This design comes from an exercise in tuning for small area on the open sky130 flow, not from production work. Only the layout flow was run in this run; the RTL was not checked for function there. No activity file was given, so power comes from the tool's default toggle rates.

--- config.mk ---
export PLATFORM = sky130hd
export DESIGN_NAME = motor_ctrl_top
export DESIGN_NICKNAME = motor_ctrl_top
export VERILOG_FILES = /design/flow/design.v
export SDC_FILE = /design/flow/constraint.sdc
export NUM_CORES = 4
export LEC_CHECK = 0
export CAP_MARGIN = 20
export CORE_MARGIN = 2
export CORE_UTILIZATION = 40
export SLEW_MARGIN = 20
--- constraint.sdc ---
create_clock -name core_clock -period 12.0 [get_ports {fpga_clk_50}]
set_input_delay 2.4000 -clock core_clock [delete_from_list [all_inputs] [get_ports {fpga_clk_50}]]
set_output_delay 2.4000 -clock core_clock [all_outputs]
set_load 0.01 [all_outputs]
--- design.v ---
package motor_pkg;
	localparam int COUNT_W = 32;    
	localparam int SPEED_W = 16;    
	localparam int DUTY_W  = 8;     
	localparam int INTEG_W = 24;    
	localparam int IDX_W   = 3;     
	typedef logic signed [COUNT_W-1:0] count_t;
	typedef logic signed [SPEED_W-1:0] speed_t;
	typedef logic signed [INTEG_W-1:0] integ_t;
	typedef logic        [DUTY_W-1:0]  duty_t;
	typedef logic        [IDX_W-1:0]   motor_idx_t;
	typedef enum logic {
		DEB_STABLE   = 1'b0,
		DEB_SETTLING = 1'b1
	} deb_state_e;
	typedef enum logic [1:0] {
		HS_IDLE    = 2'd0,
		HS_ACKED   = 2'd1,
		HS_RELEASE = 2'd2
	} hs_state_e;
	localparam int               DEF_NUM_MOTORS      = 6;
	localparam int               DEF_TICK_CYCLES     = 2000;       
	localparam int               DEF_DEBOUNCE_CYCLES = 4;
	localparam logic [5:0]       DEF_MIRROR_MASK     = 6'b111000;  
	localparam int               KP_SHIFT            = 2;
	localparam int               KI_SHIFT            = 4;
	localparam int               DUTY_MAX            = 255;
endpackage
`timescale 1ns/1ps
module quad_decoder #(
	parameter int DEBOUNCE_CYCLES = motor_pkg::DEF_DEBOUNCE_CYCLES
) (
	input  logic              fpga_clk_50,
	input  logic              hps_fpga_reset_n,
	input  logic              enc_a,
	input  logic              enc_b,
	output motor_pkg::count_t count
);
	localparam int DCNT_W = $clog2(DEBOUNCE_CYCLES + 1);
	logic [1:0]        sync_q1;
	logic [1:0]        sync_q2;
	logic [1:0]        filt;         
	logic [1:0]        filt_prev;    
	motor_pkg::deb_state_e        deb_state [2];
	logic [DCNT_W-1:0] deb_cnt [2];
	logic              step_up;
	logic              step_dn;
	always_ff @(posedge fpga_clk_50 or negedge hps_fpga_reset_n)
	begin
		if (!hps_fpga_reset_n)
		begin
			sync_q1 <= '0;
			sync_q2 <= '0;
		end
		else
		begin
			sync_q1 <= {enc_a, enc_b};
			sync_q2 <= sync_q1;
		end
	end
	always_ff @(posedge fpga_clk_50 or negedge hps_fpga_reset_n)
	begin
		if (!hps_fpga_reset_n)
		begin
			filt <= '0;
			for (int i = 0; i < 2; i++)
			begin
				deb_state[i] <= motor_pkg::DEB_STABLE;
				deb_cnt[i]   <= '0;
			end
		end
		else
		begin
			for (int i = 0; i < 2; i++)
			begin
				case (deb_state[i])
					motor_pkg::DEB_STABLE:
					begin
						if (sync_q2[i] != filt[i])
						begin
							deb_state[i] <= motor_pkg::DEB_SETTLING;
							deb_cnt[i]   <= DCNT_W'(1);    
						end
					end
					default:
					begin
						if (sync_q2[i] == filt[i])
							deb_state[i] <= motor_pkg::DEB_STABLE;   
						else if (deb_cnt[i] >= DCNT_W'(DEBOUNCE_CYCLES - 1))
						begin
							filt[i]      <= sync_q2[i];
							deb_state[i] <= motor_pkg::DEB_STABLE;
						end
						else
							deb_cnt[i] <= deb_cnt[i] + 1'b1;
					end
				endcase
			end
		end
	end
	always_comb
	begin
		step_up = 1'b0;
		step_dn = 1'b0;
		case ({filt_prev, filt})
			4'b00_10, 4'b10_11, 4'b11_01, 4'b01_00: step_up = 1'b1;
			4'b10_00, 4'b11_10, 4'b01_11, 4'b00_01: step_dn = 1'b1;
			default: ;   
		endcase
	end
	always_ff @(posedge fpga_clk_50 or negedge hps_fpga_reset_n)
	begin
		if (!hps_fpga_reset_n)
		begin
			filt_prev <= '0;
			count     <= '0;
		end
		else
		begin
			filt_prev <= filt;
			if (step_up)
				count <= count + 1'b1;
			else if (step_dn)
				count <= count - 1'b1;
		end
	end
endmodule
`timescale 1ns/1ps
module speed_meter #(
	parameter bit MIRROR = 1'b0
) (
	input  logic              fpga_clk_50,
	input  logic              hps_fpga_reset_n,
	input  logic              tick,
	input  motor_pkg::count_t count,
	output motor_pkg::speed_t speed
);
	localparam motor_pkg::count_t SPEED_MAX = motor_pkg::count_t'(2 ** (motor_pkg::SPEED_W - 1) - 1);
	localparam motor_pkg::count_t SPEED_MIN = -motor_pkg::count_t'(2 ** (motor_pkg::SPEED_W - 1));
	motor_pkg::count_t last_count;    
	motor_pkg::count_t delta;         
	always_comb
	begin
		delta = MIRROR ? (last_count - count) : (count - last_count);
	end
	always_ff @(posedge fpga_clk_50 or negedge hps_fpga_reset_n)
	begin
		if (!hps_fpga_reset_n)
		begin
			last_count <= '0;
			speed      <= '0;
		end
		else if (tick)
		begin
			last_count <= count;
			if (delta > SPEED_MAX)
				speed <= motor_pkg::speed_t'(SPEED_MAX);
			else if (delta < SPEED_MIN)
				speed <= motor_pkg::speed_t'(SPEED_MIN);
			else
				speed <= motor_pkg::speed_t'(delta);
		end
	end
endmodule
`timescale 1ns/1ps
module speed_regulator (
	input  logic              fpga_clk_50,
	input  logic              hps_fpga_reset_n,
	input  logic              tick,
	input  motor_pkg::speed_t setpoint,
	input  motor_pkg::speed_t speed,
	output motor_pkg::duty_t  duty,
	output logic              dir_a,
	output logic              dir_b
);
	localparam motor_pkg::integ_t INTEG_MAX = motor_pkg::integ_t'({1'b0, {(motor_pkg::INTEG_W - 1){1'b1}}});
	localparam motor_pkg::integ_t INTEG_MIN = motor_pkg::integ_t'({1'b1, {(motor_pkg::INTEG_W - 1){1'b0}}});
	logic                    tick_d;       
	motor_pkg::integ_t                  integ;
	logic signed [motor_pkg::SPEED_W:0] err;          
	logic signed [motor_pkg::INTEG_W:0] integ_sum;
	motor_pkg::integ_t                  integ_next;
	logic signed [motor_pkg::INTEG_W:0] cmd;
	logic [motor_pkg::INTEG_W:0]        mag;
	motor_pkg::duty_t                   duty_next;
	always_comb
	begin
		err = {setpoint[motor_pkg::SPEED_W-1], setpoint} - {speed[motor_pkg::SPEED_W-1], speed};
		integ_sum = {integ[motor_pkg::INTEG_W-1], integ} + {{(motor_pkg::INTEG_W - motor_pkg::SPEED_W){err[motor_pkg::SPEED_W]}}, err};
		if (integ_sum[motor_pkg::INTEG_W] != integ_sum[motor_pkg::INTEG_W-1])
			integ_next = integ_sum[motor_pkg::INTEG_W] ? INTEG_MIN : INTEG_MAX;
		else
			integ_next = integ_sum[motor_pkg::INTEG_W-1:0];
		cmd = (err >>> motor_pkg::KP_SHIFT) + (integ_next >>> motor_pkg::KI_SHIFT);
		mag = cmd[motor_pkg::INTEG_W] ? -cmd : cmd;
		if (mag > (motor_pkg::INTEG_W + 1)'(motor_pkg::DUTY_MAX))
			duty_next = motor_pkg::duty_t'(motor_pkg::DUTY_MAX);
		else
			duty_next = mag[motor_pkg::DUTY_W-1:0];
	end
	always_ff @(posedge fpga_clk_50 or negedge hps_fpga_reset_n)
	begin
		if (!hps_fpga_reset_n)
		begin
			tick_d <= 1'b0;
			integ  <= '0;
			duty   <= '0;
			dir_a  <= 1'b0;
			dir_b  <= 1'b0;
		end
		else
		begin
			tick_d <= tick;
			if (tick_d)
			begin
				integ <= integ_next;
				duty  <= duty_next;
				dir_a <= !cmd[motor_pkg::INTEG_W] && (cmd != '0);    
				dir_b <= cmd[motor_pkg::INTEG_W];                     
			end
		end
	end
endmodule
`timescale 1ns/1ps
module pwm_generator (
	input  logic             fpga_clk_50,
	input  logic             hps_fpga_reset_n,
	input  motor_pkg::duty_t duty,
	output logic             pwm
);
	motor_pkg::duty_t cnt;       
	motor_pkg::duty_t shadow;    
	always_ff @(posedge fpga_clk_50 or negedge hps_fpga_reset_n)
	begin
		if (!hps_fpga_reset_n)
		begin
			cnt    <= '0;
			shadow <= '0;
		end
		else
		begin
			cnt <= cnt + 1'b1;    
			if (cnt == '1)
				shadow <= duty;
		end
	end
	assign pwm = (cnt < shadow);
endmodule
`timescale 1ns/1ps
module setpoint_scheduler #(
	parameter int NUM_MOTORS  = motor_pkg::DEF_NUM_MOTORS,
	parameter int TICK_CYCLES = motor_pkg::DEF_TICK_CYCLES
) (
	input  logic                  fpga_clk_50,
	input  logic                  hps_fpga_reset_n,
	input  logic                  sp_req,
	input  motor_pkg::motor_idx_t sp_motor,
	input  motor_pkg::speed_t     sp_value,
	output logic                  sp_ack,
	output logic                  tick,
	output logic [NUM_MOTORS*motor_pkg::SPEED_W-1:0] setpoint    
);
	localparam int TCNT_W = $clog2(TICK_CYCLES + 1);
	logic [TCNT_W-1:0] tick_cnt;
	motor_pkg::hs_state_e         hs_state;
	logic [NUM_MOTORS*motor_pkg::SPEED_W-1:0] pending;    
	logic              wr_en;
	always_ff @(posedge fpga_clk_50 or negedge hps_fpga_reset_n)
	begin
		if (!hps_fpga_reset_n)
		begin
			tick_cnt <= '0;
			tick     <= 1'b0;
		end
		else if (tick_cnt == TCNT_W'(TICK_CYCLES - 1))
		begin
			tick_cnt <= '0;
			tick     <= 1'b1;    
		end
		else
		begin
			tick_cnt <= tick_cnt + 1'b1;
			tick     <= 1'b0;
		end
	end
	assign wr_en = (hs_state == motor_pkg::HS_IDLE) && sp_req && (int'(sp_motor) < NUM_MOTORS);
	always_ff @(posedge fpga_clk_50 or negedge hps_fpga_reset_n)
	begin
		if (!hps_fpga_reset_n)
		begin
			hs_state <= motor_pkg::HS_IDLE;
			sp_ack   <= 1'b0;
		end
		else
		begin
			case (hs_state)
				motor_pkg::HS_IDLE:
				begin
					if (sp_req)
					begin
						hs_state <= motor_pkg::HS_ACKED;
						sp_ack   <= 1'b1;
					end
				end
				motor_pkg::HS_ACKED:
				begin
					if (!sp_req)
					begin
						hs_state <= motor_pkg::HS_RELEASE;
						sp_ack   <= 1'b0;    
					end
				end
				default:
					hs_state <= motor_pkg::HS_IDLE;
			endcase
		end
	end
	always_ff @(posedge fpga_clk_50 or negedge hps_fpga_reset_n)
	begin
		if (!hps_fpga_reset_n)
		begin
			pending  <= '0;
			setpoint <= '0;
		end
		else
		begin
			if (wr_en)
				pending[sp_motor*motor_pkg::SPEED_W +: motor_pkg::SPEED_W] <= sp_value;
			if (tick)
				setpoint <= pending;    
		end
	end
endmodule
`timescale 1ns/1ps
module motor_ctrl_top #(
	parameter int                    NUM_MOTORS      = motor_pkg::DEF_NUM_MOTORS,
	parameter int                    TICK_CYCLES     = motor_pkg::DEF_TICK_CYCLES,
	parameter int                    DEBOUNCE_CYCLES = motor_pkg::DEF_DEBOUNCE_CYCLES,
	parameter logic [NUM_MOTORS-1:0] MIRROR_MASK     = motor_pkg::DEF_MIRROR_MASK
) (
	input  logic                  fpga_clk_50,
	input  logic                  hps_fpga_reset_n,
	input  logic [NUM_MOTORS-1:0] enc_a,
	input  logic [NUM_MOTORS-1:0] enc_b,
	input  logic                  sp_req,
	input  motor_pkg::motor_idx_t sp_motor,
	input  motor_pkg::speed_t     sp_value,
	output logic                  sp_ack,
	output logic [NUM_MOTORS-1:0] pwm,
	output logic [NUM_MOTORS-1:0] dir_a,
	output logic [NUM_MOTORS-1:0] dir_b,
	output logic [NUM_MOTORS*motor_pkg::SPEED_W-1:0] meas_speed    
);
	logic   tick;                     
	logic [NUM_MOTORS*motor_pkg::SPEED_W-1:0] setpoint;    
	logic [NUM_MOTORS*motor_pkg::COUNT_W-1:0] count;    
	logic [NUM_MOTORS*motor_pkg::DUTY_W-1:0] duty;    
	setpoint_scheduler #(
		.NUM_MOTORS  (NUM_MOTORS),
		.TICK_CYCLES (TICK_CYCLES)
	) u_sched (
		.fpga_clk_50      (fpga_clk_50),
		.hps_fpga_reset_n (hps_fpga_reset_n),
		.sp_req           (sp_req),
		.sp_motor         (sp_motor),
		.sp_value         (sp_value),
		.sp_ack           (sp_ack),
		.tick             (tick),
		.setpoint         (setpoint)
	);
	for (genvar i = 0; i < NUM_MOTORS; i++)
	begin : g_motor
		quad_decoder #(
			.DEBOUNCE_CYCLES (DEBOUNCE_CYCLES)
		) u_dec (
			.fpga_clk_50      (fpga_clk_50),
			.hps_fpga_reset_n (hps_fpga_reset_n),
			.enc_a            (enc_a[i]),
			.enc_b            (enc_b[i]),
			.count            (count[i*motor_pkg::COUNT_W +: motor_pkg::COUNT_W])
		);
		speed_meter #(
			.MIRROR (MIRROR_MASK[i])    
		) u_meter (
			.fpga_clk_50      (fpga_clk_50),
			.hps_fpga_reset_n (hps_fpga_reset_n),
			.tick             (tick),
			.count            (count[i*motor_pkg::COUNT_W +: motor_pkg::COUNT_W]),
			.speed            (meas_speed[i*motor_pkg::SPEED_W +: motor_pkg::SPEED_W])
		);
		speed_regulator u_reg (
			.fpga_clk_50      (fpga_clk_50),
			.hps_fpga_reset_n (hps_fpga_reset_n),
			.tick             (tick),
			.setpoint         (setpoint[i*motor_pkg::SPEED_W +: motor_pkg::SPEED_W]),
			.speed            (meas_speed[i*motor_pkg::SPEED_W +: motor_pkg::SPEED_W]),
			.duty             (duty[i*motor_pkg::DUTY_W +: motor_pkg::DUTY_W]),
			.dir_a            (dir_a[i]),
			.dir_b            (dir_b[i])
		);
		pwm_generator u_pwm (
			.fpga_clk_50      (fpga_clk_50),
			.hps_fpga_reset_n (hps_fpga_reset_n),
			.duty             (duty[i*motor_pkg::DUTY_W +: motor_pkg::DUTY_W]),
			.pwm              (pwm[i])
		);
	end
endmodule
--- run.sh ---
#!/bin/bash
# synth_recipe.tcl (not shown) runs the flow's synth.tcl, then flattens the netlist and writes it again
# the make line also repeats each setting of config.mk as NAME=value (left out here)
make -C /OpenROAD-flow-scripts/flow DESIGN_CONFIG=/design/flow/config.mk WORK_HOME=/design/flow/orfs CLKGATE_MAP_FILE= SYNTH_SCRIPT=/design/flow/synth_recipe.tcl finish
==> run summary <==
## layer usage
metal,vias to the layer above,wire length [um]
met1,32600,101000
met3,304,8650
met2,1411,96600
li1,33800,-
met4,0,7340
met5,-,0
## worst max-delay path: cells and delay by family (launching register included)
family,cells,cell delay (ns)
flops,1,0.40
fa+ha+maj,4,1.35
simple gates,8,2.21
mux,1,0.12
compound gates,24,6.25
buf+inv,1,0.20
## through the flow
stage	hold WS (ns)	cells	util (%)
6_report	0.345	12200	44.7
5_1_grt	0.356	12200	44.7
4_1_cts	0.345	12200	44.7
3_5_place_dp	0.335	11900	42.3
3_3_place_gp	0.333	11900	42.3
2_1_floorplan	0.331	9283	-
## state kept, by name, indices dropped and copies added (netlist names), 48 cells and up
name / count
g_motor.u_meter.last_count: 192
u_sched.pending: 96
g_motor.u_reg.duty: 48
g_motor.u_pwm.cnt: 48
g_motor.u_dec.count: 192
u_sched.setpoint: 96
g_motor.u_meter.speed: 96
g_motor.u_reg.integ: 144
g_motor.u_pwm.shadow: 48
## logic make-up after synthesis
group                      Yosys count  share of synthesized area (%)
AOI/OAI and AO/OA                 2821                           22.4
xor gates and xnor gates           670                           7.17
adders and majority gates          875                           13.6
buffers and inverters              908                           4.27
DFF                               1084                           33.1
muxes                              310                           4.21
and+or+nand+nor                   2615                           15.3
## layout make-up
type                    count  area (sq um)  area share [%]
diodes                      3          7.51         0.00823
clock buffers             178          3850            4.22
clock inverters            72           971            1.06
inverters                 621          2330            2.56
multi-input cells        7291         51500            56.4
flip-flops and latches   1084         27100            29.7
well taps                2688          3360            3.69
repair buffers            223          2100            2.30
## cells in the final DEF, fill, tap and decap left out, types with 84 or more instances in the layout
cell type,synthesis,layout
nor3_1,159,157
o21ai_0,671,669
nor2b_1,104,104
clkbuf_16,0,138
o21a_1,126,126
nand3_1,193,193
clkdlybuf4s50_1,0,147
ha_1,820,820
inv_1,620,619
mux2_2,281,281
a21oi_1,746,745
nand2_1,747,747
xor2_1,260,260
nand2b_1,125,125
dfrtp_1,1084,1082
and3_1,84,84
a21o_1,260,260
xnor2_1,409,408
nor2_1,746,742
## how the worst max path moves through the flow
| stage | cells after the start | from | slack [ns] | end |
|---|---|---|---|---|
| floorplan | 41 | g_motor[4].u_meter.speed[2] | 2.75 | g_motor[4].u_reg.duty[0] |
| global placement | 38 | g_motor[4].u_meter.speed[0] | 1.54 | g_motor[4].u_reg.duty[6] |
| detailed placement | 38 | g_motor[4].u_meter.speed[0] | 1.57 | g_motor[4].u_reg.duty[4] |
| CTS | 38 | g_motor[4].u_meter.speed[0] | 1.41 | g_motor[4].u_reg.duty[7] |
| global route | 38 | g_motor[4].u_meter.speed[0] | 0.34 | g_motor[4].u_reg.duty[7] |
| finish | 38 | g_motor[4].u_meter.speed[0] | 1.34 | g_motor[4].u_reg.duty[7] |
## Yosys cell counts, types with 31 or more instances
library cell,instances,area share [%]
nand2b_1,125,0.95
a211o_1,49,0.52
o22ai_1,61,0.47
nand3_1,193,1.2
a21oi_1,746,4.6
a22o_1,79,0.84
xor2_1,260,2.8
nor4_1,48,0.37
a21o_1,260,2.4
and3_1,84,0.64
and2_1,68,0.52
a31oi_1,77,0.59
a2111oi_0,31,0.33
o31ai_1,57,0.52
or2_2,53,0.40
or3_1,63,0.48
ha_1,820,13
dfrtp_1,1084,33
o21bai_1,82,0.75
a211oi_1,85,0.78
nand2_1,747,3.4
nor2_1,746,3.4
o21ai_0,671,4.1
nand4_1,73,0.56
inv_1,620,2.8
a21boi_0,58,0.53
mux2_2,281,3.9
nor3_1,159,0.97
o21a_1,126,1.2
o211ai_1,56,0.51
clkbuf_1,248,1.1
nor2b_1,104,0.79
xnor2_1,409,4.4
## power groups by stage
| stage | combinational (uW) | sequential, uW | clock, uW |
|---|---|---|---|
| 3_3_place_gp | 11500 | 4920 | 0 |
| 3_5_place_dp | 11800 | 4940 | 0 |
| 2_1_floorplan | 9500 | 4750 | 0 |
| 4_1_cts | 11900 | 4880 | 4540 |
| 5_1_grt | 13500 | 4970 | 4680 |
| 6_report | 11900 | 4870 | 4410 |
==> impl_metrics.py <==
metrics = {
    "power": {
        "power_frac_comb_pct": 56.2,
        "vdd_drop_max_mv": 0.185,
        "seqPwrFrac_pct": 23.0,
        "clkPwrFrac_pct": 20.8,
        "power_density_nw_per_um2": 233,
        "p_total_uw": 21200,
        "p_leak_uw": 0.0428,
        "internal_power_uw": 11900,
        "power.switching_uw": 9270,
        "p_sw_share_pct": 43.7,
    },
    "critical_path": {
        "endpoint_kind": "flop",
        "critPathLaunchType": "flop",
        "r2r_start": "g_motor[4].u_meter.speed[0]",
        "critPathMaxFanout": 15,
        "crit_top_cell": "o21ai_0",
        "required_ns": 12.65,
        "max_stage_delay_ns": 0.89,
        "critPathKind": "flop to flop",
        "crit_slowest_cell": "a2111oi_1",
        "r2r_slack_ns": 1.34,
        "cp.arrival_ns": 11.32,
        "r2r_cells": 38,
        "reg2reg_to": "g_motor[4].u_reg.duty[7]",
    },
    "logic_synthesis": {
        "synth_seq_cells": 1084,
        "async_reset_ff_share_pct": 100,
        "ys_seq_area_share_pct": 33.1,
        "syn_area_per_cell_sq_um": 8.83,
        "synth_cells": 9283,
        "synth_area_sq_um": 82000,
        "synth_cell_types": 104,
        "synth-edff-count": 0,
        "ys_warn_count": 8,
        "synthFlopType": "dfrtp_1",
        "synth_nets": 10200,
    },
    "timing": {
        "setup_tns_ns": 0,
        "max_slew_margin_pct": 24.3,
        "period_needed_ns": 10.66,
        "tightestPinTransition_ns": 1.13,
        "hold_viol": 0,
        "fin_skew_ns": 0.0348,
        "fin_ws_ns": 1.34,
        "period_share_pct": 88.9,
        "max_freq_mhz": 93.8,
        "setup_viol": 0,
        "slew_violations": 0,
        "rsz0062_at_grt": "false",
    },
    "clock_network": {
        "cts_buffer_depth": 3,
        "clock_latency_ns": 0.82,
        "cts_tree": "built",
        "holdBufCountCts": 0,
        "cts_setup_buffers": 0,
        "clkSinkCount": 1084,
        "cts_buffers": 137,
        "cts-root-buf": "clkbuf_16",
        "cts_resized": 0,
        "clk_pin_slew_worst_paths_ns": 0.06,
        "htreeDepth": 4,
    },
    "worst_hold_path": {
        "holdPathStages": 0,
        "hold_start": "g_motor[3].u_dec.sync_q1[0]",
        "holdPathEnd": "g_motor[3].u_dec.sync_q2[0]",
        "hold_class": "flop to flop",
    },
    "placement": {
        "place_area_sq_um": 86400,
        "gp_congestion": 0.899,
        "post-place-ws_ns": 1.57,
        "portBuffers": 148,
        "place_hpwl_mm": 159,
    },
    "die": {
        "chipWidth_um": 457,
        "ios": 149,
        "die_y_um": 457,
        "core_area_sq_um": 204000,
        "initial_core_util_pct": 40.1,
        "die-area_sq_um": 209000,
        "num_rows": 166,
    },
    "finish": {
        "nFillCells": 19600,
        "nets": 10200,
        "layout-drive-gt1-share_pct": 7.74,
        "fin_area_sq_um": 91200,
        "syn2layout_area_growth_pct": 11.3,
    },
    "routing": {
        "vias_per_cell": 5.60,
        "route.detailed.drc": 0,
        "dr.pass1.iters": 6,
        "wl_per_cell_um": 17.5,
        "via_count": 68100,
        "drt-total-wl_mm": 213,
        "drt_iter0_markers": 5013,
        "antenna_left": 0,
    },
    "grt": {
        "grt_overflow": 0,
        "grt_max_degree": 160,
        "grt_pass1_vias": 65900,
        "grt_use_met1_pct": 27.4,
        "use_met3_pct": 2.31,
        "grt_use_total_pct": 20.1,
        "grt_pass1_wl_mm": 348,
        "antenna_found_initial": 4,
        "use_met2_pct": 32.5,
        "busiest_layer": "met2",
    },
    "run": {
        "drv_cap": 0,
    },
    "outcome": {
        "status": "timing/DRC/antenna clean",
    },
}

[port drivers added, routing unchanged]
How much do the figures lean on ideal ports? The routed layout below was timed once more, with nothing changed but the port constraints. Step 1 sets driving cells, clkbuf_16 on the clock port and buf_2 on the other inputs (assumed; they add their load-dependent delay and slew). Step 2 moves the port delays by t, midway between the first and last clock arrival at a register: inputs arrive t later, outputs are due t later. That takes back most of the time a late clock gives input paths. a / b / c = ideal ports / drivers / drivers and shift; a / b = the first two.
shift t [ns]: 0.885
setup WS [ns]: 1.336 / 1.336 / 1.336
latest minus earliest clock arrival (ns): 0.036 / 0.036
worst slew at a driven data input, ns: 0.07
After both steps setup and hold are still met in this run. The setup slack of this run moves by 0.000 ns with the drivers and by 0.000 ns with both steps.
